Background: an optimization exercise with open tools, aiming at small area, a short achievable clock period and few clock cycles. Do not read the settings as production practice. The RTL was checked by simulation tests, not by an equivalence proof against the original design. Power figures rest on the tool's default switching activity, not on a simulated workload.

## flow/design.v (module list and top-level ports; edited modules follow where they fit)
// module weightMem: 24 lines
// module mvuSequencer: 60 lines
// module mvuAreg: 10 lines
// module mvuCore: 2398 lines
// module mvuFa: 10 lines
// module mvuHaN: 9 lines
// module mvuHa: 9 lines
// module resultFifo: 52 lines
// module mvuTop: 66 lines
module mvuTop (
	input  logic                           clk,
	input  logic                           rst,
	input  logic                           wWr,
	input  logic [mvuPkg::FOLD_WIDTH-1:0]  wAddr,
	input  logic [mvuPkg::WTILE_WIDTH-1:0] wData,
	input  logic [mvuPkg::FOLD_WIDTH-1:0]  foldCount,
	input  logic                           aStrobe,
	input  logic [mvuPkg::ATILE_WIDTH-1:0] aData,
	input  logic                           aPad,
	output logic                           outVld,
	output logic [mvuPkg::OUT_WIDTH-1:0]   outData,
	output logic [mvuPkg::LANE_WIDTH-1:0]  outLane,
	output logic                           hold
);
  // ...
==> flow/flow/run.sh <==
#!/bin/bash
# The standard layout, with plain buffers on the ports instead of the
# delay cells buffer_ports picks by default.
set -euo pipefail
export BUFFER_PORTS_ARGS="-buffer_cell sky130_fd_sc_hd__buf_2"
bash standard.sh > standard.log 2>&1
==> flow/standard.sh <==
#!/bin/bash
# synth_recipe.tcl (not shown) runs the flow's synth.tcl, then flattens the netlist and writes it again
# the make line also repeats each setting of config.mk as NAME=value (left out here)
make -C /OpenROAD-flow-scripts/flow DESIGN_CONFIG=/design/flow/config.mk WORK_HOME=/design/flow/orfs CLKGATE_MAP_FILE= SYNTH_SCRIPT=/design/flow/synth_recipe.tcl "${@:-finish}"
==> flow/config.mk <==
export PLATFORM = sky130hd
export DESIGN_NAME = mvuTop
export DESIGN_NICKNAME = mvuTop
export VERILOG_FILES = /design/flow/design.v
export SDC_FILE = /design/flow/constraint.sdc
export NUM_CORES = 4
export LEC_CHECK = 0
export CAP_MARGIN = 20
export CORE_MARGIN = 2
export CORE_UTILIZATION = 40
export CTS_CLUSTER_DIAMETER = 100
export CTS_CLUSTER_SIZE = 24
export SETUP_SLACK_MARGIN = 3.4
export SLEW_MARGIN = 20
export SYNTH_HIERARCHICAL = 1
export SYNTH_MINIMUM_KEEP_SIZE = 0
==> flow/constraint.sdc <==
create_clock -name core_clock -period 6.0 [get_ports {clk}]
set_input_delay 1.2000 -clock core_clock [delete_from_list [all_inputs] [get_ports {clk}]]
set_output_delay 1.2000 -clock core_clock [all_outputs]
set_load 0.01 [all_outputs]
==> run summary, run 1 <==
vias per cell=~5.3; Seq group=14.9 mW; Main synth FF type=edfxtp_1; GR Util met3=under 10%; sw frac=27.4%; fin cells=7,102; final hold vios=0; R2R cell count=9; fillcell total=15,800; Most flops, register=weightMem_i.mem; clock buffer depth=3; Syn Std Cell Area=72,100 um^2; top-count cell post-synth=edfxtp_1; DR pass1 iterations=6; Placed Area=about 75,000 um^2; Seq cells=approximately 1,800; number of global-route vias before repair=37,800; Top Registers=weightMem_i.mem x1024, resultFifo_i.mem x128, weightMem_i.rdData x128; Critical Path AT=2.98 ns; crit-path cells=or2_4 > fa_2 > nor2b_2 > o21a_1 > o21ai_2 > nor3b_1 > a221oi_2 > o2111ai_4 > o21a_1; Post-Synth Simple-Gate Area=under 10%; tap cells=2,355; Peak VDD IR=between 0.2 and 0.25 mV; area share of fa/ha/maj cells after synthesis=16.1%; outcome=finished clean; wire per inst=23.7 um; H-tree depth=3
Testbench counts, summed over its fixed seeds: cycles 9,915.
==> run 2: changes to the inputs <==
--- a/flow/config.mk
+++ b/flow/config.mk
@@ -11,4 +11,5 @@
 export CTS_CLUSTER_DIAMETER = 100
 export CTS_CLUSTER_SIZE = 24
+export PLACE_DENSITY = 0.8
 export SETUP_SLACK_MARGIN = 3.4
 export SLEW_MARGIN = 20
==> run 2 against run 1 <==
Core utilization shrank 0.095 points. Clock skew shrank 0.016 ns. Non-clock buffer count shrank 4. Still clean. Routed wire length shrank 4.1%. Global-route usage shrank 0.78 points. Via count grew 2.6%. Die area is the same. Sequential power is essentially flat. Largest power group unchanged.
==> run summary, run 2 <==
CP max FO=8; Seq/Total Area, Yosys=64.7%; Starting Density=about two fifths; CP top delay family=adder cells; CP Buf/Inv Count=0; Main synth FF type=edfxtp_1; largest net degree at the start of global routing=131; number of global-route vias before repair=39,700 (+4.9%); Core ar.=approximately 180,000 um^2; Post-synth EDFFs=1,152; overall global routing resource usage=17.4%; DR pass1 iterations=6 (unchanged); post-cts hold buffer count=0; Pint=between 15 and 20 mW; flops & latches, synth=1,754; leading cell type in the layout, fill and taps excluded=edfxtp_1; setup TNS=0 ns; DR vias=38,500; worst hold path depth=0; wire per inst=22.8 um (-4.1%); clock sink total=1,754; Critical-path top delay cell=dfxtp_1; final worst hold slack=0.304 ns; Yosys warnings=12; switching pwr=7.19 mW; H-tree depth=3 (unchanged); fin crit period=2.54 ns; Peak Freq=0.393 GHz; power share of the clock group=23.8%; Clk Latency, worst-skew pair=0.72 ns; WP depth=4; Root Driver=clkbuf_16; Critical Path AT=3.13 ns (+0.15 ns); Top Registers=weightMem_i.mem x1024, resultFifo_i.mem x128, weightMem_i.rdData x128; Most flops, register=weightMem_i.mem; synth cell count leaders=1,152 x edfxtp_1, 602 x dfxtp_1, 535 x a22oi_1; max_cap viols=0; CTS Buf Count=between 80 and 90; num rows=155; final number of max-transition violations=0; sequential fraction of design power=56.7%; slowest stage delay, CP=approximately 0.74 ns; R2R cell count=4 (-5); post-place setup slack=2.95 ns; unrepaired setup endpoints after global routing=yes; crit-path cells=nand2_1 > fa_1 > fa_1 > fa_1; antenna violations before repair=54; Initial DRC Count=3,816; outcome=finished clean; final hold vios=0 (unchanged); slew margin rel.=a little under a fifth; Worst-Margin Slew=1.22 ns; largest cells by area after synthesis=edfxtp_1 48%, dfxtp_1 17%, fa_1 15%; Die Area=184,000 um^2; Final Skew=0.0344 ns; most frequent CP cell=fa_1; Routed Antenna Nets=0; data required time of the worst path=6.59 ns; setup violators final=0; Die Width=roughly 430 um; global-route wire length before repair=244 mm; fin util=43.5%; post-synth top area cell=edfxtp_1; Synth Area per Inst=15.9 um^2; crit end category=flop; TritonCTS clock tree=done; synth-to-layout area growth=8.04%; crit share post-route=between 40% and 50%; Total Routed Length=roughly 160 mm; pwr dens=around 340 nW/um^2; routability cong.=0.934; combinational share of power=between 10% and 20%; chip height=428 um; Remaining DRCs=0; Post-DP HPWL=about 110 mm; clock buffer depth=3 (unchanged); Cells after Synth=4,519; commonest non-fill, non-tap cells in the layout=1,152 x edfxtp_1, 587 x dfxtp_1, 535 x a22oi_1; layout cells sized above 1=12.5%; vias per cell=5.43 (+2.6%); max reg flops=between 1,000 and 1,500; hold crit path type=flop to flop; I/O Buffers=around 180; fillcell total=15,300 (-3.0%); share of the synthesized area in the top cell type=between 40% and 50%; Peak VDD IR=0.252 mV (+10%); Netlist cell types=between 70 and 80; Synth Net Count=5,303; sw frac=27.4% (-0.064 points); fin nets=5,444; Clock transition at path regs=0.10 ns; Lkg Pwr=around 26 nW; GRT overflow=0; Synth async-reset ratio=0%; top-count cell post-synth=edfxtp_1; crit path launch type=flop; IO Pins=between 150 and 200; final setup margin=3.46 ns; Syn Std Cell Area=72,100 um^2 (unchanged); worst setup path class=flop to flop
## run 2: cell types whose count changed in the layout (fill, tap and decap cells not counted), moves of 4 or more
| cell | previous run | this run |
|---|---|---|
| clkbuf_1 | 50 | 56 |
| clkbuf_16 | 88 | 83 |
| ha_1 | 86 | 82 |
| diode_2 | 16 | 20 |
## run 2: power groups by stage
stage	sequential, mW	combinational (mW)	clock, mW
finish	14.9	5.13	6.25
global route	15.0	5.85	6.78
CTS	14.9	5.05	6.37
detailed placement	15.2	4.91	0
global placement	15.1	4.64	0
floorplan	15.0	3.52	0
## run 2: path summary, 6_finish.rpt
path	startpoint	slack, ns	endpoint
worst max-delay path	mvuSequencer_i.aReg0_i.q[27]	3.46	mvuCore_i.r1_529
worst min register to register	mvuCore_i.r3_1204	0.30	mvuCore_i.t3_1306
worst min-delay path	mvuCore_i.r3_1204	0.30	mvuCore_i.t3_1306
worst max register to register	mvuSequencer_i.aReg0_i.q[27]	3.46	mvuCore_i.r1_529
## run 2: layer usage
layer	GRT usage (%)	vias to the layer above	wire (um)
li1	-	16600	-
met1	21.9	19900	62000
met2	29.8	1743	81100
met3	2.76	316	12300
met4	7.15	46	5990
met5	0	-	285
## run 2: layout make-up
type / instances / area, um^2 / area share [%]
Sequential cell: 1754 / 46700 / 60.0
Multi-Input combinational cell: 2382 / 23600 / 30.3
Tap cell: 2355 / 2950 / 3.78
Clock buffer: 140 / 2300 / 2.95
Timing Repair Buffer: 208 / 1310 / 1.68
Inverter: 231 / 867 / 1.11
Clock inverter: 10 / 148 / 0.190
Antenna cell: 20 / 50.0 / 0.0643
## run 2: cells by family after synthesis
family | after synthesis | share of synthesized area, %
muxes | 42 | 1.23
buffers and inverters | 383 | 3.16
and+or+nand+nor | 972 | 6.93
adders and majority gates | 613 | 16.1
xor gates and xnor gates | 56 | 0.691
DFF | 1754 | 64.7
AOI/OAI and AO/OA | 699 | 7.17
## run 2: repair_timing
item / CTS / global route
setup endpoints to repair: 111 / 129
gates resized for setup: 16 / 41
pin swaps: 8 / 29
setup buffers: 2 / 4
## run 2: per-stage QoR
| stage | instances | cell area [um^2] | power [mW] |
|---|---|---|---|
| detailed placement | 6924 | 75100 | 20.1 |
| floorplan | 4519 | 72200 | 18.5 |
| CTS | 7076 | 77600 | 26.3 |
| global route | 7097 | 77900 | 27.6 |
| finish | 7100 | 77900 | 26.3 |
| global placement | 6924 | 75100 | 19.8 |
## run 2: worst reg2reg max path, cell delays in order (launching register included)
cell	delay (ns)
dfxtp_1	0.74
nand2_1	0.15
fa_1	0.50
fa_1	0.61
fa_1	0.43
## run 2: modules after synthesis, one instance, submodules excluded, a selection
module,cells,times used,flops+latches
mvuFa,1,520,0
mvuSequencer,94,1,19
mvuHaN,5,28,0
mvuAreg,67,2,32
mvuHa,1,4,0
mvuCore,1442,1,370
weightMem,1917,1,1152
resultFifo,268,1,149
==> run 3: changes to the inputs <==
--- a/flow/config.mk
+++ b/flow/config.mk
@@ -8,5 +8,5 @@
 export CAP_MARGIN = 20
 export CORE_MARGIN = 2
-export CORE_UTILIZATION = 40
+export CORE_UTILIZATION = 50
 export CTS_CLUSTER_DIAMETER = 100
 export CTS_CLUSTER_SIZE = 24
==> run 3 against run 2 <==
Global-route usage rose by 4.2 points. Clock power increased by 5.8%. Maximum frequency shrank 0.62%. Register-to-register slack lost 0.02 ns. Die area down 20%. Non-clock buffer count is 9 higher. Power increased by 1.5%. Clock skew about the same. Via count shrank 0.68%. Cell count is 6.1% lower. Sequential cell count did not move. Routed wire length is 2.5% lower.
==> run summary, run 3 <==
Starting Density=50.3% (+10 points); Remaining DRCs=0 (unchanged); hold crit path type=flop to flop; crit path launch type=flop; I/O Buffers=182 (unchanged); clock buffer depth=3 (unchanged); final worst hold slack=0.330 ns (+0.0261 ns); max reg flops=1,024 (unchanged); number of global-route vias before repair=39,900 (+0.65%); DR vias=38,300 (-0.68%); Total Routed Length=158 mm (-2.5%); Yosys warnings=12 (unchanged); synth cell count leaders=1,152 x edfxtp_1, 602 x dfxtp_1, 535 x a22oi_1; slew margin rel.=25.8% (+6.9 points); Cells after Synth=4,519 (unchanged); overall global routing resource usage=21.5% (+4.2 points); top-count cell post-synth=edfxtp_1; Seq/Total Area, Yosys=64.7% (unchanged); Top Registers=weightMem_i.mem x1024, resultFifo_i.mem x128, weightMem_i.rdData x128; crit end category=flop; Final Skew=0.0340 ns (-0.000379 ns); Synth Net Count=5,303 (unchanged); routability cong.=0.900 (-3.7%); pwr dens=344 nW/um^2 (+1.9%); flops & latches, synth=1,754 (unchanged); final hold vios=0 (unchanged); Die Width=384 um (-10%); Synth Area per Inst=15.9 um^2 (unchanged); Critical Path AT=3.02 ns (-0.11 ns); largest cells by area after synthesis=edfxtp_1 48%, dfxtp_1 17%, fa_1 15%; Syn Std Cell Area=72,100 um^2 (unchanged); Lkg Pwr=26.0 nW (+0.58%); synth-to-layout area growth=7.63%; Main synth FF type=edfxtp_1; post-cts hold buffer count=0 (unchanged); TritonCTS clock tree=done; post-synth top area cell=edfxtp_1; Root Driver=clkbuf_16; IO Pins=183 (unchanged); Peak VDD IR=0.288 mV (+15%); CP max FO=8 (unchanged); Clk Latency, worst-skew pair=0.73 ns (about the same); Netlist cell types=74 (unchanged); global-route wire length before repair=239 mm (-2.2%); Most flops, register=weightMem_i.mem; vias per cell=5.74 (+5.8%); clock sink total=1,754 (unchanged); fin nets=5,456 (+0.22%); antenna violations before repair=57 (+5.6%); CTS Buf Count=86 (+3.6%); worst setup path class=flop to flop; commonest non-fill, non-tap cells in the layout=1,152 x edfxtp_1, 587 x dfxtp_1, 535 x a22oi_1; max_cap viols=0 (unchanged); fin cells=6,668 (-6.1%); Core ar.=143,000 um^2 (-20%); H-tree depth=3 (unchanged); layout cells sized above 1=12.8% (+0.34 points); final number of max-transition violations=0 (unchanged); unrepaired setup endpoints after global routing=yes; largest net degree at the start of global routing=130 (-0.76%); Post-DP HPWL=102 mm (-3.7%); outcome=finished clean; area of the multi-input gates=23,600 um^2 (+0.27%); fillcell total=11,000 (-28%); GRT overflow=0 (unchanged); Die Area=147,000 um^2 (-20%); DR pass1 iterations=6 (unchanged); chip height=384 um (-10%); Post-synth EDFFs=1,152 (unchanged); reg2reg setup slack=3.44 ns (-0.02 ns); fin crit period=2.56 ns (+0.0158 ns); data required time of the worst path=6.46 ns (-0.13 ns); setup violators final=0 (unchanged); num rows=139 (-10%); share of the synthesized area in the top cell type=48.0% (unchanged); Reg area=46,700 um^2 (about the same); Clock transition at path regs=0.09 ns (about the same); Synth async-reset ratio=0% (unchanged); Initial DRC Count=3,276 (-14%); dpl cells=6,480 (-6.4%); Routed Antenna Nets=0 (unchanged); wire per inst=23.6 um (+3.8%); crit share post-route=42.6% (+0.26 points); Peak Freq=0.391 GHz (-0.62%); leading cell type in the layout, fill and taps excluded=edfxtp_1; Worst-Margin Slew=1.11 ns (-0.104 ns); setup TNS=0 ns (unchanged)
-- run 3: worst paths after layout --
kind                            cells after the start                      end               start
worst max register to register                      9  resultFifo_i.mem[0][17]  mvuCore_i.accS2[1]
worst min register to register                      0        mvuCore_i.t3_1308   mvuCore_i.r3_1207
worst max-delay path                                9  resultFifo_i.mem[0][17]  mvuCore_i.accS2[1]
worst min-delay path                                0        mvuCore_i.t3_1308   mvuCore_i.r3_1207
-- run 3: where the power goes --
part | internal, mW | total, mW | switching (mW)
Clock | 2.91 | 6.61 | 3.70
Combinational | 2.17 | 5.18 | 3.01
Sequential | 14.3 | 14.9 | 0.635
-- run 3: per-module statistics from Yosys, one instance, submodules excluded, excerpt --
| module | cells | copies in the design | flip-flops and latches | area, um^2 |
|---|---|---|---|---|
| weightMem | 1917 | 1 | 1152 | 39200 |
| mvuCore | 1442 | 1 | 370 | 13200 |
| resultFifo | 268 | 1 | 149 | 5680 |
| mvuSequencer | 94 | 1 | 19 | 910 |
| mvuAreg | 67 | 2 | 32 | 896 |
| mvuHaN | 5 | 28 | 0 | 27.5 |
| mvuFa | 1 | 520 | 0 | 20.0 |
| mvuHa | 1 | 4 | 0 | 12.5 |
-- run 3: kinds of logic (layout without fill, tap and decap cells) --
family / Yosys count / count (layout) / synth area share (%)
AO/OA/AOI/OAI: 699 / 699 / 7.17
XOR/XNOR: 56 / 56 / 0.691
adder cells (fa/ha/maj): 613 / 613 / 16.1
buffers and inverters: 383 / 605 / 3.16
flip-flops: 1754 / 1754 / 64.7
multiplexers: 42 / 42 / 1.23
other: 0 / 24 / 0
AND/OR/NAND/NOR: 972 / 972 / 6.93
-- run 3: per-layer routing --
layer  global-route usage [%]  vias up  wire, um
met3                     7.27      291     17800
met2                     33.4     1847     73100
met1                     28.5    19500     62200
met5                        0        -       341
li1                         -    16600         -
met4                     7.36       54      4230
-- run 3: cell type report --
class	count	share of cell area, %
well taps	1903	3.07
inverters	231	1.12
clock buffers	144	3.14
clock inverters	13	0.281
diodes	24	0.0774
flip-flops and latches	1754	60.2
repair buffers	217	1.68
multi-input cells	2382	30.5
-- run 3: worst max-delay path, cell delays in order (launching register included) --
cell and delay, ns:
dfxtp_2 0.33, or2_4 0.25, fa_2 0.37, nand2b_4 0.16, a21oi_4 0.16, o2111a_1 0.23, o21ai_1 0.08, o211ai_1 0.21
o311a_4 0.39, a21oi_2 0.12
-- run 3: stage by stage --
step	utilization [%]	power [mW]	setup WS, ns	instance area [um^2]
floorplan	-	18.5	1.10	72200
global placement	52.0	19.7	2.93	74500
detailed placement	52.0	20.0	2.91	74500
CTS	53.9	26.6	3.40	77200
global route	54.1	28.0	3.35	77600
finish	54.1	26.7	3.44	77600
-- run 3: timing repair --
action                                  in CTS  in global routing
gates resized for setup                     15                 55
endpoints found under the setup margin     122                158
setup buffers                                1                  6
pin swaps                                    7                 30
==> run 4: changes to the inputs <==
--- a/flow/config.mk
+++ b/flow/config.mk
@@ -8,8 +8,7 @@
 export CAP_MARGIN = 20
 export CORE_MARGIN = 2
-export CORE_UTILIZATION = 50
-export CTS_CLUSTER_DIAMETER = 100
-export CTS_CLUSTER_SIZE = 24
-export PLACE_DENSITY = 0.8
+export CORE_UTILIZATION = 40
+export CTS_CLUSTER_DIAMETER = 90
+export CTS_CLUSTER_SIZE = 30
 export SETUP_SLACK_MARGIN = 3.4
 export SLEW_MARGIN = 20
==> run 4 against run 3 <==
First-iteration DRC count up 5.1%. Maximum frequency is 0.80% higher. Global-route usage shrank 3.4 points. Die area increased by 25%. Synthesized area unchanged. Power shrank 1.5%. Non-clock buffer count fell by 4. Count of clock-buffer cells in the layout is 35 lower. Sequential power hardly changed. Synthesized cell count stayed put. Register-to-register slack better by 0.02 ns. Core utilization is 11 points lower. Critical path type unchanged. Largest cell class unchanged. Highest routed layer unchanged.
==> run summary, run 4 <==
top layer in use=met5; crit-path cells=or2_4 > fa_2 > nor2b_2 > o21a_1 > o21ai_2 > nor3b_1 > a221oi_2 > o2111ai_4 > o21a_1; crit end category=flop; crit path launch type=flop; Total Routed Length=168 mm (+6.8%); Critical Path AT=2.97 ns (-0.05 ns); setup TNS=0 ns (unchanged); unrepaired setup endpoints after global routing=yes; Syn Std Cell Area=72,100 um^2 (unchanged); commonest non-fill, non-tap cells in the layout=1,152 x edfxtp_1, 590 x dfxtp_1, 535 x a22oi_1; IO Pins=183 (unchanged); clock sink total=1,754 (unchanged); Final Skew=0.0495 ns (+0.0155 ns); area of the multi-input gates=23,500 um^2 (-0.41%); R2R cell count=9 (unchanged); post-cts hold buffer count=0 (unchanged); Remaining DRCs=0 (unchanged); hold crit path type=flop to flop; leading cell type in the layout, fill and taps excluded=edfxtp_1; Peak Freq=0.394 GHz (+0.80%); Core ar.=179,000 um^2 (+25%); Power Total=26.3 mW (-1.5%); met1 WL=72.9 mm (+17%); Synth Area per Inst=15.9 um^2 (unchanged); fin nets=5,440 (-0.29%); num rows=155 (+12%); final number of max-transition violations=0 (unchanged); Hold Path Origin=mvuCore_i.r0_172; synth cell count leaders=1,152 x edfxtp_1, 602 x dfxtp_1, 535 x a22oi_1; wire per inst=23.7 um (+0.48%); DR pass1 iterations=5 (-1); fin crit period=2.54 ns (-0.0202 ns); Clock transition at path regs=0.11 ns (+0.02 ns); CP Buf/Inv Count=0 (unchanged); Die Width=428 um (+12%); Cells after Synth=4,519 (unchanged); synth-to-layout area growth=8.01%; outcome=finished clean; max reg flops=1,024 (unchanged); slew margin rel.=24.7% (-1.1 points); overall global routing resource usage=18.1% (-3.4 points); GRT overflow=0 (unchanged); Initial DRC Count=3,444 (+5.1%); Lkg Pwr=25.9 nW (-0.46%); Peak VDD IR=0.212 mV (-27%); most frequent CP cell=o21a_1; antenna violations before repair=77 (+35%); worst hold path depth=0 (unchanged); met3 WL=10.5 mm (-41%); Synth async-reset ratio=0% (unchanged); vias per cell=5.28 (-8.0%); slowest stage delay, CP=0.38 ns (about the same); Routed Antenna Nets=0 (unchanged); Post-synth EDFFs=1,152 (unchanged); Worst-Margin Slew=1.13 ns (+0.0167 ns); CP top delay family=compound AO/OA/AOI/OAI gates; reg2reg setup slack=3.46 ns (+0.02 ns); max_cap viols=0 (unchanged); Reg area=46,700 um^2 (about the same); DR vias=37,400 (-2.2%); largest net degree at the start of global routing=129 (-0.77%); Yosys warnings=12 (unchanged); Top Registers=weightMem_i.mem x1024, resultFifo_i.mem x128, weightMem_i.rdData x128; fillcell total=15,800 (+43%); Root Driver=clkbuf_16; number of global-route vias before repair=37,800 (-5.4%); data required time of the worst path=6.44 ns (-0.02 ns); CP max FO=8 (unchanged); I/O Buffers=182 (unchanged); clock buffer depth=3 (unchanged); chip height=428 um (+12%); worst r2r dst=resultFifo_i.mem[1][3]; global-route wire length before repair=251 mm (+5.0%); routability cong.=0.889 (-1.2%); setup violators final=0 (unchanged); Clk Latency, worst-skew pair=0.74 ns (about the same); crit share post-route=42.3% (-0.34 points); Most flops, register=weightMem_i.mem; Synth Net Count=5,303 (unchanged); pwr dens=338 nW/um^2 (-1.8%); Routed met2 length=80.6 mm (+10%); flops & latches, synth=1,754 (unchanged); top-count cell post-synth=edfxtp_1; Seq/Total Area, Yosys=64.7% (unchanged); hold path endpoint=mvuCore_i.t0_274; Netlist cell types=74 (unchanged); TritonCTS clock tree=done; Die Area=184,000 um^2 (+25%); Critical-path top delay cell=fa_2; Starting Density=40.3% (-10 points); Reg2Reg Launch Point=mvuCore_i.accC0[1]; H-tree depth=3 (unchanged); Post-DP HPWL=108 mm (+6.6%); worst setup path class=flop to flop; post-synth top area cell=edfxtp_1; Main synth FF type=edfxtp_1; final hold vios=0 (unchanged); largest cells by area after synthesis=edfxtp_1 48%, dfxtp_1 17%, fa_1 15%; layout cells sized above 1=12.5% (-0.33 points); CTS Buf Count=74 (-14%); share of the synthesized area in the top cell type=48.0% (unchanged)
run 4: changes by cell type in the layout (fill, tap and decap cells not counted), sizes merged:
| cell | before | now |
|---|---|---|
| diode | 24 | 15 |
| clkinv | 2 | 9 |
| clkbuf | 144 | 109 |
| inv | 241 | 246 |
| buf | 217 | 213 |
| bufinv | 1 | 2 |
run 4: area by class of cell:
class                   instances  share of cell area [%]
flip-flops and latches       1754                    60.0
well taps                    2355                    3.78
diodes                         15                  0.0482
inverters                     231                    1.11
clock buffers                 109                    2.57
repair buffers                213                    1.77
clock inverters                26                   0.519
multi-input cells            2382                    30.2
run 4: metrics by stage:
step	hold WS, ns	setup WS [ns]	cells	utilization [%]	cell area (um^2)
2_1_floorplan	0.310	1.10	4519	-	72200
3_3_place_gp	0.315	2.94	6926	42.0	75100
3_5_place_dp	0.312	2.89	6927	42.0	75100
4_1_cts	0.322	3.37	7065	43.4	77600
5_1_grt	0.330	3.31	7081	43.5	77800
6_report	0.335	3.46	7085	43.5	77800
run 4: layer usage:
layer | vias up | global-route usage (%)
met5 | - | 0
met4 | 36 | 4.68
met3 | 251 | 2.91
met2 | 1109 | 29.7
met1 | 19500 | 25.2
li1 | 16600 | -
run 4: cells by family after synthesis:
logic type	share of synthesized area, %
muxes	1.23
adders and majority gates	16.1
DFF	64.7
AOI/OAI and AO/OA	7.17
xor gates and xnor gates	0.691
and+or+nand+nor	6.93
buffers and inverters	3.16
run 4: worst max-delay path by stage:
stage / cells after the start / slack [ns] / endpoint / startpoint
floorplan: 2 / 1.10 / weightMem_i.mem[0][0] / wAddr[2]
global placement: 8 / 2.94 / mvuSequencer_i.cnt[1] / foldCount[2]
detailed placement: 8 / 2.89 / mvuSequencer_i.cnt[1] / foldCount[2]
CTS: 10 / 3.37 / resultFifo_i.mem[0][18] / mvuCore_i.accC2[1]
global route: 9 / 3.31 / resultFifo_i.mem[1][6] / mvuCore_i.accC0[1]
finish: 9 / 3.46 / resultFifo_i.mem[1][3] / mvuCore_i.accC0[1]
run 4: worst reg2reg max path, cell delays in order, from the launching register on:
cell and delay, ns:
dfxtp_2 0.33, or2_4 0.25, fa_2 0.38, nor2b_2 0.12, o21a_1 0.19, o21ai_2 0.07, nor3b_1 0.14, a221oi_2 0.26
o2111ai_4 0.24, o21a_1 0.28
run 4: power by group:
part           internal [mW]  switching (mW)  total [mW]  leakage [nW]
clock                   2.57            3.77        6.34          1.16
combinational           2.15            2.90        5.05          9.24
sequential              14.3           0.648        14.9          15.5
total                   19.0            7.32        26.3          25.9
run 4: timing repair:
item	4_1_cts	5_1_grt
resized for setup	12	34
setup endpoints to repair	128	128
buffers inserted	3	4
pin swaps	11	21
gates cloned	0	0
run 4: modules after synthesis, one instance, submodules excluded, a selection:
module	flip-flops and latches	cell area, um^2	copies in the design
mvuAreg	32	896	2
mvuHaN	0	27.5	28
mvuSequencer	19	910	1
mvuFa	0	20.0	520
resultFifo	149	5680	1
weightMem	1152	39200	1
mvuHa	0	12.5	4
mvuCore	370	13200	1
==> module mvuSequencer, before the edit <==
module mvuSequencer (
	input  logic                            clk,
	input  logic                            rst,
	input  logic                            aStrobe,
	input  logic [mvuPkg::ATILE_WIDTH-1:0]  aData,
	input  logic                            aPad,
	input  logic [mvuPkg::FOLD_WIDTH-1:0]   foldCount,
	input  logic                            pop,	 
	output logic [mvuPkg::MAX_FOLD-1:0]     rdSel,	 
	output logic [mvuPkg::ATILE_WIDTH-1:0]  a0,	 
	output logic [mvuPkg::ATILE_WIDTH-1:0]  a1,	 
	output logic                            last,
	output logic                            hold
);
	logic [FOLD_WIDTH-1:0] pos;	 
	logic [MAX_FOLD-1:0]   posOH;	 
	logic [FOLD_WIDTH-1:0] fcR;	 
	logic [CNT_WIDTH-1:0]  cnt;	 
	logic                  atEnd;
	logic                  closing;
	logic [FOLD_WIDTH-1:0] posNext;
	logic [CNT_WIDTH-1:0]  cntNext;
	assign atEnd = (pos == foldCount);
	assign closing = aStrobe && atEnd;
	assign posNext = aStrobe ? (atEnd ? '0 : pos + 1'b1) : pos;
	assign cntNext = cnt + CNT_WIDTH'(closing) - CNT_WIDTH'(pop);
	logic mayLast;
	logic cntFull;
	assign mayLast = aStrobe ? (atEnd || ((pos + 1'b1) == foldCount))
	                         : ((pos == '0) || (pos == fcR));
	assign cntFull = closing ? (pop ? (cnt >= CNT_WIDTH'(HOLD_CNT)) : (cnt >= CNT_WIDTH'(HOLD_CNT - 1)))
	                         : (pop ? (cnt >= CNT_WIDTH'(HOLD_CNT + 1)) : (cnt >= CNT_WIDTH'(HOLD_CNT)));
	always_ff @(posedge clk) begin
		if (rst) begin
			pos <= '0;
			posOH <= MAX_FOLD'(1);
			fcR <= '0;
			cnt <= '0;
			hold <= 1'b0;
		end else begin
			pos <= posNext;
			if (aStrobe)
				posOH <= atEnd ? MAX_FOLD'(1) : {posOH[MAX_FOLD-2:0], 1'b0};
			if (aStrobe)
				fcR <= foldCount;
			cnt <= cntNext;
			hold <= cntFull && mayLast;
		end
	end
	assign rdSel = posOH;
	always_ff @(posedge clk) begin
		if (rst) begin
			last <= 1'b0;
		end else begin
			last <= closing;
		end
	end
	mvuAreg aReg0_i (.clk(clk), .en(aStrobe && !aPad), .d(aData), .q(a0));
	mvuAreg aReg1_i (.clk(clk), .en(aStrobe && !aPad), .d(aData), .q(a1));
endmodule
==> module resultFifo, before the edit <==
module resultFifo (
	input  logic                          clk,
	input  logic                          rst,
	input  logic                          push,
	input  logic [mvuPkg::QRES_WIDTH-1:0] pushData,
	output logic                          pop,
	output logic                          outVld,
	output logic [mvuPkg::OUT_WIDTH-1:0]  outData,
	output logic [mvuPkg::LANE_WIDTH-1:0] outLane
);
	logic [QRES_WIDTH-1:0] mem [FIFO_DEPTH];
	logic [PTR_WIDTH-1:0]  wrPtr;
	logic [PTR_WIDTH-1:0]  rdPtr;
	logic                  wrPh;	 
	logic                  rdPh;
	logic [LANE_WIDTH-1:0] lane;
	logic                  empty;
	assign empty = (wrPtr == rdPtr) && (wrPh == rdPh);
	assign pop = !empty && (lane == 2'd3);
	always_ff @(posedge clk) begin
		if (push)
			mem[wrPtr] <= pushData;
	end
	always_ff @(posedge clk) begin
		if (rst) begin
			wrPtr <= '0;
			rdPtr <= '0;
			wrPh <= 1'b0;
			rdPh <= 1'b0;
			lane <= '0;
			outVld <= 1'b0;
		end else begin
			if (push) begin
				wrPtr <= (wrPtr == PTR_WIDTH'(FIFO_DEPTH - 1)) ? '0 : wrPtr + 1'b1;
				if (wrPtr == PTR_WIDTH'(FIFO_DEPTH - 1))
					wrPh <= !wrPh;
			end
			if (pop) begin
				rdPtr <= (rdPtr == PTR_WIDTH'(FIFO_DEPTH - 1)) ? '0 : rdPtr + 1'b1;
				if (rdPtr == PTR_WIDTH'(FIFO_DEPTH - 1))
					rdPh <= !rdPh;
			end
			if (!empty)
				lane <= lane + 1'b1;
			outVld <= !empty;
		end
	end
	always_ff @(posedge clk) begin
		outData <= mem[rdPtr][lane*8 +: 8];
		outLane <= lane;
	end
endmodule
==> module mvuTop, before the edit <==
module mvuTop (
	input  logic                           clk,
	input  logic                           rst,
	input  logic                           wWr,
	input  logic [mvuPkg::FOLD_WIDTH-1:0]  wAddr,
	input  logic [mvuPkg::WTILE_WIDTH-1:0] wData,
	input  logic [mvuPkg::FOLD_WIDTH-1:0]  foldCount,
	input  logic                           aStrobe,
	input  logic [mvuPkg::ATILE_WIDTH-1:0] aData,
	input  logic                           aPad,
	output logic                           outVld,
	output logic [mvuPkg::OUT_WIDTH-1:0]   outData,
	output logic [mvuPkg::LANE_WIDTH-1:0]  outLane,
	output logic                           hold
);
	logic [MAX_FOLD-1:0]    rdSel;
	logic [WTILE_WIDTH-1:0] rdData;
	logic [ATILE_WIDTH-1:0] a0;
	logic [ATILE_WIDTH-1:0] a1;
	logic                   last;
	logic                   vld;
	logic [QRES_WIDTH-1:0]  q;
	logic                   pop;
	weightMem weightMem_i (
		.clk    (clk),
		.wWr    (wWr),
		.wAddr  (wAddr),
		.wData  (wData),
		.rdSel  (rdSel),
		.rdData (rdData)
	);
	mvuSequencer mvuSequencer_i (
		.clk       (clk),
		.rst       (rst),
		.aStrobe   (aStrobe),
		.aData     (aData),
		.aPad      (aPad),
		.foldCount (foldCount),
		.pop       (pop),
		.rdSel     (rdSel),
		.a0        (a0),
		.a1        (a1),
		.last      (last),
		.hold      (hold)
	);
	mvuCore mvuCore_i (
		.clk  (clk),
		.rst  (rst),
		.last (last),
		.w    (rdData),
		.a0   (a0),
		.a1   (a1),
		.vld  (vld),
		.q    (q)
	);
	resultFifo resultFifo_i (
		.clk      (clk),
		.rst      (rst),
		.push     (vld),
		.pushData (q),
		.pop      (pop),
		.outVld   (outVld),
		.outData  (outData),
		.outLane  (outLane)
	);
endmodule
==> run 5: changes to the inputs <==
--- a/flow/design.v
+++ b/flow/design.v
@@ -13,5 +13,5 @@
 	localparam int unsigned PTR_WIDTH = $clog2(FIFO_DEPTH);
 	localparam int unsigned HOLD_CNT = FIFO_DEPTH + 1;
-	localparam int unsigned CNT_WIDTH = $clog2(HOLD_CNT + 1);	 
+	localparam int unsigned CNT_WIDTH = $clog2(HOLD_CNT + 3);	 
 	localparam int unsigned WTILE_WIDTH = PE * SIMD * WEIGHT_WIDTH;
 	localparam int unsigned ATILE_WIDTH = SIMD * ACTIVATION_WIDTH;
@@ -54,4 +54,5 @@
 	input  logic [mvuPkg::FOLD_WIDTH-1:0]   foldCount,
 	input  logic                            pop,	 
+	input  logic                            twoPops,	 
 	output logic [mvuPkg::MAX_FOLD-1:0]     rdSel,	 
 	output logic [mvuPkg::ATILE_WIDTH-1:0]  a0,	 
@@ -76,6 +77,10 @@
 	assign mayLast = aStrobe ? (atEnd || ((pos + 1'b1) == foldCount))
 	                         : ((pos == '0) || (pos == fcR));
-	assign cntFull = closing ? (pop ? (cnt >= CNT_WIDTH'(HOLD_CNT)) : (cnt >= CNT_WIDTH'(HOLD_CNT - 1)))
-	                         : (pop ? (cnt >= CNT_WIDTH'(HOLD_CNT + 1)) : (cnt >= CNT_WIDTH'(HOLD_CNT)));
+	logic cntFull1, cntFull2;
+	assign cntFull1 = closing ? (pop ? (cnt >= CNT_WIDTH'(HOLD_CNT)) : (cnt >= CNT_WIDTH'(HOLD_CNT - 1)))
+	                          : (pop ? (cnt >= CNT_WIDTH'(HOLD_CNT + 1)) : (cnt >= CNT_WIDTH'(HOLD_CNT)));
+	assign cntFull2 = closing ? (pop ? (cnt >= CNT_WIDTH'(HOLD_CNT + 1)) : (cnt >= CNT_WIDTH'(HOLD_CNT)))
+	                          : (pop ? (cnt >= CNT_WIDTH'(HOLD_CNT + 2)) : (cnt >= CNT_WIDTH'(HOLD_CNT + 1)));
+	assign cntFull = twoPops ? cntFull2 : cntFull1;
 	always_ff @(posedge clk) begin
 		if (rst) begin
@@ -2554,5 +2559,6 @@
 	output logic                          outVld,
 	output logic [mvuPkg::OUT_WIDTH-1:0]  outData,
-	output logic [mvuPkg::LANE_WIDTH-1:0] outLane
+	output logic [mvuPkg::LANE_WIDTH-1:0] outLane,
+	output logic                          twoPops	 
 );
 	logic [QRES_WIDTH-1:0] mem [FIFO_DEPTH];
@@ -2563,4 +2569,16 @@
 	logic [LANE_WIDTH-1:0] lane;
 	logic                  empty;
+	logic [PTR_WIDTH:0]    occ;	 
+	logic [PTR_WIDTH:0]    occNext;
+	logic [LANE_WIDTH-1:0] laneNext;
+	assign occNext = occ + (PTR_WIDTH+1)'(push) - (PTR_WIDTH+1)'(pop);
+	assign laneNext = empty ? lane : lane + 1'b1;
+	always_ff @(posedge clk) begin
+		if (rst)
+			occ <= '0;
+		else
+			occ <= occNext;
+	end
+	assign twoPops = (occNext >= (PTR_WIDTH+1)'(2)) && (laneNext == 2'd3);
 	assign empty = (wrPtr == rdPtr) && (wrPh == rdPh);
 	assign pop = !empty && (lane == 2'd3);
@@ -2623,4 +2641,5 @@
 	logic [QRES_WIDTH-1:0]  q;
 	logic                   pop;
+	logic                   twoPops;
 	weightMem weightMem_i (
 		.clk    (clk),
@@ -2639,4 +2658,5 @@
 		.foldCount (foldCount),
 		.pop       (pop),
+		.twoPops   (twoPops),
 		.rdSel     (rdSel),
 		.a0        (a0),
@@ -2661,4 +2681,5 @@
 		.pushData (q),
 		.pop      (pop),
+		.twoPops  (twoPops),
 		.outVld   (outVld),
 		.outData  (outData),
--- a/flow/config.mk
+++ b/flow/config.mk
@@ -9,6 +9,6 @@
 export CORE_MARGIN = 2
 export CORE_UTILIZATION = 40
-export CTS_CLUSTER_DIAMETER = 90
-export CTS_CLUSTER_SIZE = 30
+export CTS_CLUSTER_DIAMETER = 100
+export CTS_CLUSTER_SIZE = 24
 export SETUP_SLACK_MARGIN = 3.4
 export SLEW_MARGIN = 20
==> run 5 against run 4 <==
Still clean on timing, DRC and antenna. Count of clock-buffer cells in the layout up 35. Synthesized area is 0.33% higher. Clock skew shrank 0.021 ns. Sequential share of layout area shrank 0.36 points. Global-route usage about the same. Clock power grew 4.3%. Sequential power is essentially flat. Critical endpoint is now mvuSequencer_i.hold. Highest routed layer unchanged.
==> run summary, run 5 <==
outcome=finished clean; synth cell count leaders=1,152 x edfxtp_1, 605 x dfxtp_1, 528 x a22oi_1; crit share post-route=48.5% (+6.2 points); post-synth top area cell=edfxtp_1; crit path launch type=flop; Die Area=184,000 um^2 (+0.33%); IO Pins=183 (unchanged); DR vias=37,600 (+0.36%); Peak VDD IR=0.240 mV (+13%); Peak Freq=0.344 GHz (-13%); hold crit path type=flop to flop; reg2reg setup slack=3.09 ns (-0.37 ns); Yosys warnings=12 (unchanged); routability cong.=0.883 (-0.68%); num rows=156 (+0.65%); fin crit period=2.91 ns (+0.370 ns); Routed Antenna Nets=0 (unchanged); antenna violations before repair=39 (-49%); Final Skew=0.0281 ns (-0.0214 ns); setup TNS=0 ns (unchanged); Main synth FF type=edfxtp_1; I/O Buffers=182 (unchanged); slew margin rel.=31.8% (+7.1 points); clock buffer depth=3 (unchanged); unrepaired setup endpoints after global routing=yes; top-count cell post-synth=edfxtp_1; crit-path cells=xor2_2 > o31a_4 > xor2_1 > ha_2 > fa_2 > xnor2_2 > a22oi_2 > buf_4 > nor2_1 > nor2_1 > a211o_1 > a221oi_2; share of the synthesized area in the top cell type=47.8% (-0.16 points); Lkg Pwr=26.1 nW (+0.92%); chip height=429 um (+0.16%); Reg2Reg Launch Point=resultFifo_i.rdPtr[1]; commonest non-fill, non-tap cells in the layout=1,152 x edfxtp_1, 585 x dfxtp_1, 527 x a22oi_1; Clock transition at path regs=0.10 ns (about the same); overall global routing resource usage=18.2% (+0.046 points); Most flops, register=weightMem_i.mem; final worst hold slack=0.330 ns (-0.00418 ns); Root Driver=clkbuf_16; Post-DP HPWL=110 mm (+0.94%); hold path endpoint=mvuCore_i.t0_274; slowest stage delay, CP=0.38 ns (about the same); largest cells by area after synthesis=edfxtp_1 48%, dfxtp_1 17%, fa_1 15%; R2R cell count=12 (+3); Clk Latency, worst-skew pair=0.74 ns (about the same); Top Registers=weightMem_i.mem x1024, resultFifo_i.mem x128, weightMem_i.rdData x128; wire per inst=23.5 um (-0.98%); CP Buf/Inv Count=1 (+1); global-route wire length before repair=252 mm (+0.67%); max reg flops=1,024 (unchanged); post-place setup slack=2.63 ns (-0.258 ns); Hold Path Origin=mvuCore_i.r0_172; Critical-path top delay cell=dfxtp_4; Synth Net Count=5,340 (+0.70%); Synth async-reset ratio=0% (unchanged); Total Routed Length=168 mm (about the same); Die Width=429 um (+0.16%); Starting Density=40.1% (-0.17 points); data required time of the worst path=6.63 ns (+0.19 ns); setup violators final=0 (unchanged); worst setup path class=flop to flop; max_cap viols=0 (unchanged); final number of max-transition violations=0 (unchanged); worst r2r dst=mvuSequencer_i.hold; TritonCTS clock tree=done; Initial DRC Count=2,953 (-14%); fin nets=5,501 (+1.1%); Worst-Margin Slew=1.02 ns (-0.107 ns); Netlist cell types=78 (+5.4%); pwr dens=341 nW/um^2 (+0.84%); largest net degree at the start of global routing=129 (unchanged); Remaining DRCs=0 (unchanged); H-tree depth=3 (unchanged); Synth Area per Inst=15.9 um^2 (-0.44%); final hold vios=0 (unchanged); CTS Buf Count=85 (+15%); DR pass1 iterations=5 (unchanged); flops & latches, synth=1,757 (+0.17%); number of global-route vias before repair=38,800 (+2.6%); CP top delay family=compound AO/OA/AOI/OAI gates; most frequent CP cell=nor2_1; Critical Path AT=3.54 ns (+0.57 ns); Syn Std Cell Area=72,300 um^2 (+0.33%); WP depth=12 (+3); synth-to-layout area growth=8.47%; Seq/Total Area, Yosys=64.6% (-0.13 points); Cells after Synth=4,554 (+0.77%); GRT overflow=0 (unchanged); layout cells sized above 1=13.2% (+0.69 points); Core ar.=180,000 um^2 (+0.75%); crit end category=flop; Post-synth EDFFs=1,152 (unchanged); clock sink total=1,757 (+0.17%); final setup margin=3.09 ns (-0.370 ns); CP max FO=5 (-3); vias per cell=5.25 (-0.66%); worst hold path depth=0 (unchanged); leading cell type in the layout, fill and taps excluded=edfxtp_1
[run 5: cell count changes after synthesis, moves of 2 or more]
cell      before  now
nand2_1      421  431
nor2_1        51   48
inv_1        231  234
mux4_1        16   14
nand3_1        4   16
a311oi_1       2    0
nor2b_1       17   14
mux4_2        16   18
a22oi_1      535  528
a21oi_1       48   60
dfxtp_1      602  605
[run 5: repair_timing]
action,in CTS,in global routing
setup buffers,7,9
endpoints found under the hold margin,0,0
hold buffers,0,0
setup endpoints to repair,123,129
pin swaps,15,39
gates resized for setup,22,48
[run 5: how the worst max path moves through the flow]
stage | start | to
floorplan | wAddr[2] | weightMem_i.mem[0][0]
global placement | resultFifo_i.wrPtr[1] | mvuSequencer_i.hold
detailed placement | resultFifo_i.wrPtr[1] | mvuSequencer_i.hold
CTS | resultFifo_i.wrPtr[0] | mvuSequencer_i.hold
global route | resultFifo_i.rdPtr[1] | mvuSequencer_i.hold
finish | resultFifo_i.rdPtr[1] | mvuSequencer_i.hold
[run 5: logic make-up (layout without fill, tap and decap cells)]
kind of cell | after synthesis | after routing | share of synthesized area [%]
and+or+nand+nor | 992 | 992 | 7.05
xor gates and xnor gates | 59 | 59 | 0.756
other | 0 | 8 | 0
AOI/OAI and AO/OA | 701 | 701 | 7.12
DFF | 1757 | 1757 | 64.6
buffers and inverters | 389 | 615 | 3.19
adders and majority gates | 615 | 615 | 16.1
muxes | 41 | 41 | 1.20
[run 5: final cells by class]
class | count | area (um^2)
Antenna cell | 8 | 20.0
Clock buffer | 144 | 2480
Clock inverter | 8 | 118
Fill cell | 16000 | 102000
Inverter | 234 | 878
Multi-Input combinational cell | 2408 | 23800
Sequential cell | 1757 | 46800
Tap cell | 2370 | 2970
Timing Repair Buffer | 229 | 1460
[run 5: power breakdown]
part	switching, mW	internal, mW
clock	3.73	2.88
combinational	3.01	2.17
sequential	0.646	14.3
[run 5: modules after synthesis (local to each module, per instance), a selection]
| module | flops+latches | cells inside | cell area, um^2 | times used |
|---|---|---|---|---|
| resultFifo | 152 | 286 | 5850 | 1 |
| mvuAreg | 32 | 67 | 896 | 2 |
| mvuCore | 370 | 1442 | 13200 | 1 |
| mvuSequencer | 19 | 111 | 988 | 1 |
| mvuHaN | 0 | 5 | 27.5 | 28 |
| mvuHa | 0 | 1 | 12.5 | 4 |
| mvuFa | 0 | 1 | 20.0 | 520 |
| weightMem | 1152 | 1917 | 39200 | 1 |
[run 5: layer usage]
layer	track usage (%)	up-vias	part of all wire, %
met5	0	-	0.13
met4	4.77	34	2.3
met3	2.48	214	5.0
met2	30.2	962	49
met1	25.1	19600	44
li1	-	16700	-
[run 5: stage by stage]
stage                     power, mW  utilization (%)  cell area, um^2  cells
after floorplan                18.5                -            72500   4554
after global placement         20.0             41.9            75400   6982
after detailed placement       20.2             41.9            75400   6982
after CTS                      26.8             43.4            78200   7141
after global routing           28.2             43.5            78400   7153
final                          26.7             43.5            78400   7158
Testbench counts of run 5, summed over its fixed seeds: cycles 9,881.
==> run 6: changes to the inputs <==
--- a/flow/design.v
+++ b/flow/design.v
@@ -2570,15 +2570,11 @@
 	logic                  empty;
 	logic [PTR_WIDTH:0]    occ;	 
-	logic [PTR_WIDTH:0]    occNext;
-	logic [LANE_WIDTH-1:0] laneNext;
-	assign occNext = occ + (PTR_WIDTH+1)'(push) - (PTR_WIDTH+1)'(pop);
-	assign laneNext = empty ? lane : lane + 1'b1;
 	always_ff @(posedge clk) begin
 		if (rst)
 			occ <= '0;
 		else
-			occ <= occNext;
+			occ <= occ + (PTR_WIDTH+1)'(push) - (PTR_WIDTH+1)'(pop);
 	end
-	assign twoPops = (occNext >= (PTR_WIDTH+1)'(2)) && (laneNext == 2'd3);
+	assign twoPops = (lane == 2'd2) && ((occ >= (PTR_WIDTH+1)'(2)) || ((occ == (PTR_WIDTH+1)'(1)) && push));
 	assign empty = (wrPtr == rdPtr) && (wrPh == rdPh);
 	assign pop = !empty && (lane == 2'd3);
==> run 6 against run 5 <==
Clock power shrank 1%. Hold slack gained 0.00061 ns. First-iteration DRC count grew 0.10%. Largest cell class unchanged. Largest power group unchanged.
==> run summary, run 6 <==
Seq/Total Area, Yosys=64.6% (about the same); wire per inst=23.6 um (+0.19%); num rows=155 (-0.64%); Reg area=46,700 um^2 (about the same); post-synth top area cell=edfxtp_1; final number of max-transition violations=0 (unchanged); share of the synthesized area in the top cell type=47.9% (about the same); CP max FO=8 (+3); clock sink total=1,757 (unchanged); Starting Density=40.4% (+0.23 points); fin crit period=2.52 ns (-0.385 ns); IO Pins=183 (unchanged); Synth async-reset ratio=0% (unchanged); Syn Std Cell Area=72,300 um^2 (about the same); setup TNS=0 ns (unchanged); Cells after Synth=4,553 (-0.022%); top-count cell post-synth=edfxtp_1; Peak VDD IR=0.246 mV (+2.3%); I/O Buffers=182 (unchanged); Worst-Margin Slew=1.04 ns (+0.0146 ns); synth-to-layout area growth=8.30%; Die Area=184,000 um^2 (about the same); max reg flops=1,024 (unchanged); largest net degree at the start of global routing=129 (unchanged); Critical Path AT=2.97 ns (-0.57 ns); hold crit path type=flop to flop; fin util=43.7% (+0.18 points); global-route wire length before repair=252 mm (-0.29%); overall global routing resource usage=18.1% (-0.061 points); routability cong.=0.904 (+2.4%); Yosys warnings=12 (unchanged); fillcell total=15,800 (-1.4%); layout cells sized above 1=12.7% (-0.42 points); largest cells by area after synthesis=edfxtp_1 48%, dfxtp_1 17%, fa_1 15%; DR pass1 iterations=5 (unchanged); Final Skew=0.0378 ns (+0.00967 ns); Remaining DRCs=0 (unchanged); Lkg Pwr=26.0 nW (-0.40%); data required time of the worst path=6.45 ns (-0.18 ns); crit path launch type=flop; Clk Latency, worst-skew pair=0.73 ns (about the same); Synth Net Count=5,341 (+0.019%); setup violators final=0 (unchanged); Main synth FF type=edfxtp_1; final hold vios=0 (unchanged); Post-synth EDFFs=1,152 (unchanged); pwr dens=339 nW/um^2 (-0.35%); Routed Antenna Nets=0 (unchanged); commonest non-fill, non-tap cells in the layout=1,152 x edfxtp_1, 591 x dfxtp_1, 527 x a22oi_1; Initial DRC Count=2,956 (+0.10%); Post-DP HPWL=109 mm (-0.34%); outcome=finished clean; TritonCTS clock tree=done; Synth Area per Inst=15.9 um^2 (about the same); Clock transition at path regs=0.10 ns (about the same); Most flops, register=weightMem_i.mem; synth cell count leaders=1,152 x edfxtp_1, 605 x dfxtp_1, 527 x a22oi_1; flops & latches, synth=1,757 (unchanged); chip height=429 um (about the same); unrepaired setup endpoints after global routing=yes; Top Registers=weightMem_i.mem x1024, resultFifo_i.mem x128, weightMem_i.rdData x128; CTS Buf Count=84 (-1.2%); max_cap viols=0 (unchanged); Peak Freq=0.396 GHz (+15%); DR vias=37,600 (+0.013%); crit end category=flop; number of global-route vias before repair=38,500 (-0.70%); slew margin rel.=30.9% (-0.98 points); Core ar.=179,000 um^2 (-0.64%); worst setup path class=flop to flop; area of the multi-input gates=23,700 um^2 (-0.38%); leading cell type in the layout, fill and taps excluded=edfxtp_1; Netlist cell types=76 (-2.6%); GRT overflow=0 (unchanged); clock buffer depth=3 (unchanged); Root Driver=clkbuf_16; fin nets=5,490 (-0.20%); Total Routed Length=168 mm (-0.16%); crit share post-route=42.0% (-6.4 points); post-cts hold buffer count=0 (unchanged); vias per cell=5.27 (+0.36%); Die Width=429 um (about the same); antenna violations before repair=59 (+51%); H-tree depth=3 (unchanged)
[run 6: cell count changes in the layout (fill, tap and decap cells not counted), moves of 3 or more]
cell / change
xnor2_1: -3
dfxtp_1: +6
o31a_1: +4
ha_1: +5
diode_2: +4
a31oi_1: -3
ha_2: -3
mux4_2: +9
dfxtp_2: -5
mux4_1: -9
inv_1: +3
buf_12: +4
buf_4: -15
[run 6: report_power, final]
part	leakage, nW	switching, mW	internal (mW)
clock network	1.21	3.70	2.83
logic	9.29	2.97	2.15
registers	15.5	0.632	14.3
total	26.0	7.30	19.3
[run 6: cell families after synthesis]
logic type,count (synthesis),share of synthesized area [%]
buf+inv,391,3.18
mux,41,1.16
xor+xnor,55,0.708
fa+ha+maj,617,16.1
compound gates,698,7.10
flops,1757,64.6
simple gates,994,7.06
[run 6: critical path, cell delays in order, from the launching register on]
cell       delay, ns
dfxtp_1         0.32
or2_4           0.25
fa_2            0.37
nor2b_1         0.11
o21a_1          0.20
o21ai_2         0.07
nor3b_1         0.15
a221oi_2        0.26
o2111ai_4       0.24
o21a_1          0.28
[run 6: worst paths after layout]
kind	start	end	slack (ns)	cells past startpoint
worst max-delay path	mvuCore_i.accC0[1]	resultFifo_i.mem[3][5]	3.48	9
worst max register to register	mvuCore_i.accC0[1]	resultFifo_i.mem[3][5]	3.48	9
worst min-delay path	mvuCore_i.r3_1203	mvuCore_i.t3_1305	0.33	0
worst min register to register	mvuCore_i.r3_1203	mvuCore_i.t3_1305	0.33	0
[run 6: area by class of cell]
cell class	count	share of cell area, %
timing repair buffer	218	1.84
antenna	12	0.0384
inverter	236	1.13
clock buffer	144	3.12
tap	2355	3.77
clock inverter	6	0.120
sequential	1757	59.7
multi-input combinational	2405	30.3
[run 6: through the flow]
stage / instances / cell area, um^2 / hold slack, ns / power [mW] / setup slack [ns]
global placement: 6964 / 75300 / 0.315 / 20.0 / 2.66
detailed placement: 6964 / 75300 / 0.312 / 20.2 / 2.63
floorplan: 4553 / 72400 / 0.310 / 18.5 / 1.10
finish: 7133 / 78300 / 0.331 / 26.6 / 3.48
CTS: 7116 / 78000 / 0.325 / 26.7 / 3.40
global route: 7130 / 78300 / 0.332 / 28.1 / 3.30
[run 6: repair_timing]
item                                    CTS  global route
cloned                                    0             0
pin swaps                                12            25
setup buffers                             2             4
resized for setup                        22            39
endpoints found under the setup margin  129           132
[run 6: modules after synthesis, one instance, submodules excluded, excerpt]
module	area [um^2]	times used	cells	flip-flops and latches
mvuHaN	27.5	28	5	0
weightMem	39200	1	1917	1152
mvuCore	13200	1	1442	370
mvuHa	12.5	4	1	0
mvuFa	20.0	520	1	0
resultFifo	5790	1	285	152
[run 6: metal layers]
layer,global-route usage (%),wire [um]
met5,0,260
met1,25.1,74000
met2,29.6,80600
met3,2.83,9130
met4,5.11,4010
Testbench counts of run 6, summed over its fixed seeds: cycles 9,881.

==> what the ideal ports hide <==
The results above use ideal ports. As a check the final layouts listed here were re-extracted and re-timed, cells and wires unchanged.
Step 1 sets driving cells, clkbuf_16 on the clock port and buf_2 on the other inputs (assumed; they add their load-dependent delay and slew).
Step 2, shift: input delay + t, output delay - t, t = (earliest + latest rising clock arrival at the registers) / 2. This alone moves slack from input paths to output paths.
Three values: ideal, step 1, step 2; two values: the first two.
run	t, ns	slack for setup (ns)	worst hold slack (ns)	worst setup path after step 2	worst register clock-pin slew, ns
run 1	0.793	3.468 / 3.462 / 2.845	0.328 / 0.328 / 0.328	input to register	0.10 / 0.10
run 2	0.783	3.458 / 3.432 / 2.959	0.304 / 0.304 / 0.304	input to register	0.10 / 0.10
run 3	0.796	3.442 / 3.442 / 2.917	0.330 / 0.330 / 0.330	input to register	0.10 / 0.10
run 4	0.788	3.462 / 3.462 / 2.838	0.335 / 0.335 / 0.335	input to register	0.12 / 0.12
run 5	0.804	3.093 / 3.093 / 2.942	0.330 / 0.330 / 0.330	input to register	0.10 / 0.10
run 6	0.790	3.477 / 3.431 / 2.765	0.331 / 0.331 / 0.331	input to register	0.10 / 0.10
After both steps every run listed still meets setup and hold. The setup slack of run 6, which loses most, moves by -0.046 ns with the drivers and by -0.712 ns with both steps.
